Background: an optimization exercise with open tools, aiming at small area. Do not read the settings as production practice.
Function was checked by simulation only, so behaviour that the tests miss may differ from the original.
Power figures rest on the tool's default switching activity, not on a simulated workload.

// ack_retry_pending_table
module ack_retry_pending_table (
  input  logic        clk,
  input  logic        rst_n,
  input  logic        in_valid,
  output logic        in_ready,
  input  logic [1:0]  in_req_type,
  input  logic [31:0] in_now_ms,
  input  logic [7:0]  in_dest_addr,
  input  logic [7:0]  in_packet_kind,
  input  logic [7:0]  in_ack_seq,
  input  logic [7:0]  in_ack_source,
  output logic        out_valid,
  input  logic        out_ready,
  output logic [2:0]  out_event,
  output logic [2:0]  out_slot,
  output logic [7:0]  out_seq,
  output logic [7:0]  out_peer_addr,
  output logic [7:0]  out_kind,
  output logic [3:0]  out_retry_count,
  output logic        out_ack_needed,
  output logic [31:0] out_lost_total,
  output logic        out_last,
  input  logic        cfg_we,
  input  logic [2:0]  cfg_idx,
  input  logic [15:0] cfg_wdata
);
  localparam logic [1:0] ST_IDLE = 2'd0, ST_EVAL = 2'd1, ST_ACC = 2'd2, ST_EMIT = 2'd3;
  logic        cfg_gw;
  logic [7:0]  cfg_own, cfg_bcast, cfg_dkind;
  logic [15:0] cfg_tmo;
  logic [3:0]  cfg_limit;
  always_ff @(posedge clk) begin
    if (!rst_n) begin
      cfg_gw    <= 1'b0;
      cfg_own   <= 8'd0;
      cfg_bcast <= 8'd255;
      cfg_dkind <= 8'd0;
      cfg_tmo   <= 16'd2000;
      cfg_limit <= 4'd3;
    end else if (cfg_we) begin
      case (cfg_idx)
  ...
For scale: about 1,600 cells after synthesis, about 630 flip-flops, roughly 160 I/O pins, roughly 19,000 um2 of cells after synthesis.
clock: 10.0 ns
lec_check: 0
cap_margin: 20
core_margin: 2
core_utilization: 40
cts_buf_list: sky130_fd_sc_hd__clkbuf_4
slew_margin: 20
run.sh (not shown) runs the stock make flow with config.mk's settings and CLKGATE_MAP_FILE= SYNTH_SCRIPT=/design/flow/synth_recipe.tcl, a recipe that flattens the netlist after the stock synthesis.
The first run finished clean.
Rerun with:
Settings changed: CORE_UTILIZATION 40 to 60, CTS_BUF_LIST sky130_fd_sc_hd__clkbuf_4 to unset, CTS_CLUSTER_DIAMETER set to 100, CTS_CLUSTER_SIZE set to 30.
Effect:
- clock-buffer cell count falls by 185
- global-route usage climbs by 5.5 points
- utilization is higher by 20 points
- cell count fell by 17%
Rerun with:
Settings changed: CORE_UTILIZATION 60 to 40, CTS_BUF_LIST set to sky130_fd_sc_hd__clkbuf_8, CTS_CLUSTER_DIAMETER 100 to 80, CTS_CLUSTER_SIZE 30 to 20.
Outcome: Hold slack is worse by 0.031 ns; design area grows slightly; via count grows by a few percent; setup slack is better by 0.063 ns; first-iteration DRC count shrinks by roughly a tenth; core utilization shrinks by 23 points; sequential cell count does not change; combinational power hardly moves; count of clock-buffer cells in the layout grows by 7; maximum frequency grows slightly; synthesized area does not change.
Rerun with:
Settings changed: CTS_BUF_LIST sky130_fd_sc_hd__clkbuf_8 to unset, CTS_CLUSTER_DIAMETER 80 to unset, CTS_CLUSTER_SIZE 20 to unset.
Combinational power stays flat.
Flip-flop and latch count does not change.
Utilization is higher by 3.2 points.
Count of clock-buffer cells in the layout is higher by 43.
Via count is higher by about 1.6%.
Hold slack improves by 0.019 ns.
Worst setup slack degrades by 0.057 ns.
Final area is higher by 6.8%.
Non-clock buffer count does not change.
Critical path depth is higher by 2.
Global-route usage is higher by 0.28 points.

* * *

== cedar ==
ack_retry_pending_table, a different RTL version from the one above (not shown whole).
For scale: about 1300 cells after synthesis, about 630 flip-flops.
clock: 10.0 ns
lec_check: 0
cap_margin: 20
core_margin: 2
core_utilization: 60
cts_buf_list: sky130_fd_sc_hd__clkbuf_16
cts_cluster_diameter: 80
cts_cluster_size: 28
gpl_timing_driven: 0
slew_margin: 20
standard.sh (not shown) runs the stock make flow with config.mk's settings and CLKGATE_MAP_FILE= SYNTH_SCRIPT=/design/flow/synth_recipe.tcl, a recipe that flattens the netlist after the stock synthesis.
==> flow/flow/run.sh <==
#!/bin/bash
# Own flow: the standard layout with two changes in how it is made:
#  - the synthesis maps the logic with an area-oriented ABC script
#    (flow/area.abc); reading, flip-flop mapping, flattening and renaming are
#    the standard synthesis unchanged, so the registers are the same;
#  - the port buffers are the smallest buffer cell, not the one buffer_ports
#    picks by itself.
set -euo pipefail
here=$(pwd)
export BUFFER_PORTS_ARGS="-buffer_cell sky130_fd_sc_hd__buf_1"
export MY_ABC_SCRIPT="$here/flow/area.abc"
{ cat flow/abc_hook.tcl; cat synth_recipe.tcl; } > my_synth.tcl
sed "s#/synth_recipe.tcl#/my_synth.tcl#" standard.sh > my_standard.sh
grep -q my_synth.tcl my_standard.sh
bash my_standard.sh > standard_flow.log 2>&1
==> flow/flow/abc_hook.tcl <==
# Makes the synthesis map its logic with the ABC script in MY_ABC_SCRIPT instead
# of the one ORFS picks; nothing else of the synthesis changes.
proc my_fix_abc {args} {
  set i [lsearch -exact $::abc_args -script]
  if { $i >= 0 } {
    set ::abc_args [lreplace $::abc_args [expr {$i + 1}] [expr {$i + 1}] $::env(MY_ABC_SCRIPT)]
  }
}
trace add variable ::abc_args write my_fix_abc
==> flow/flow/area.abc <==
strash
&get -n
&fraig -x
&put
scorr
dc2
strash
dch -f
amap
topo
strash
dch -f
amap
Setup changes, cedar to ember
Settings: clearing GPL_TIMING_DRIVEN, which used to be 0.
==> summary.txt <==
cedar ended up with nand4_1 as its critical-path cell with the highest stage delay; ember ended up with ha_1.
cedar -> ember: cell area power density flat
On total power, cedar and ember are basically level.
Routed wire length in ember vs cedar: up about 2.2%
Diff cedar and ember: ratio of final minimum period to clock period lower in ember
[inputs] amber vs ember
Settings: CORE_UTILIZATION now 70, was 60.
==> flow/flow/area.abc <==
strash
&get -n
&fraig -x
&put
scorr
dc2
strash
dch -f
amap -F 4 -A 4
topo
strash
dch -f
amap -F 4 -A 4
[summary]
| area share of buffers outside the clock network | amber vs ember | ≈ equal |. The fraction of area in multi-input gates in amber was lower than what ember gave. Against ember, synthesized cell count in amber fell slightly. Summary of amber over ember: number of vias per cell after detailed routing went up by about 6%, routed wire length went up by 680 microns, HPWL after detailed placement went down by about 2.8%, worst clock skew on the final layout was more or less identical, relative contribution of combinational cells to total power went up by 2.4 points. The destination of the critical timing path comes out loss_r[31] in one run and loss_r[30] in the other, namely in amber and ember respectively. In amber relative to ember, maximum number of pins on one net before global-route repair had gone up by a few percent.
Setup changes, amber to harbor
Settings: CORE_UTILIZATION now 60, was 70; SLEW_MARGIN now 0, was 20; CAP_MARGIN now 0, was 20.
==> flow/flow/area.abc <==
strash
&get -n
&fraig -x
&put
scorr
dc2
strash
dch -f
amap
topo
strash
dch -f
amap
Results
harbor: PASS, flow complete, no timing, DRC or antenna violations. Routability-driven placement congestion ratio, amber and harbor, lower one = harbor. NOTE: part of the power in combinational logic in harbor falls short of that of amber. harbor: time the final worst path needs with I/O delays and setup is 0.22 ns lower than what amber reported. Against amber, harbor reports a number of instances in the synthesized netlist that is higher. As of harbor, post-detailed-routing wire length had fallen by a few percent compared to amber. On global-route wire length before repair, harbor does better than amber. From amber to harbor the numbers moved as follows: final period utilization now smaller; relative area of non-clock buffer cells in the final design flat. Area of the die, harbor vs amber: up by more than 10%.

==> separate check: timing with driven ports <==
How much do the figures lean on ideal ports? The routed layouts below were timed once more, with nothing changed but the port constraints.
Step 1: set_driving_cell puts a clkbuf_16 on clk and a buf_2 on each other input, an assumption about the parent block.
Step 2 times the ports against the registers' clock, not the clock port: input delays grow and output delays shrink by t, the midpoint of the rising clock arrivals with the driver on.
Three values: no drivers, after step 1, after step 2; two values: the first two.
run | t, ns | setup slack, ns | worst slew at a driven data input, ns | pins driven straight from the clock port
the first run of note 1 | 0.956 | 4.447 / 4.480 / 3.525 | 0.07 | 1
the second run of note 1 | 0.603 | 4.156 / 4.180 / 3.577 | 0.07 | 1
the third run of note 1 | 0.660 | 4.219 / 4.245 / 3.585 | 0.06 | 1
the fourth run of note 1 | 0.659 | 4.162 / 4.196 / 3.537 | 0.07 | 1
cedar | 0.631 | 1.664 / 1.679 / 1.049 | 0.07 | 1
ember | 0.611 | 2.217 / 2.236 / 1.626 | 0.07 | 1
amber | 0.603 | 1.993 / 2.019 / 1.416 | 0.07 | 1
harbor | 0.611 | 2.217 / 2.236 / 1.626 | 0.07 | 1
After both steps setup and hold are still met in every run listed. For the first run of note 1, which loses most, drivers alone change the setup slack by +0.033 ns; drivers and shift together by -0.922 ns.
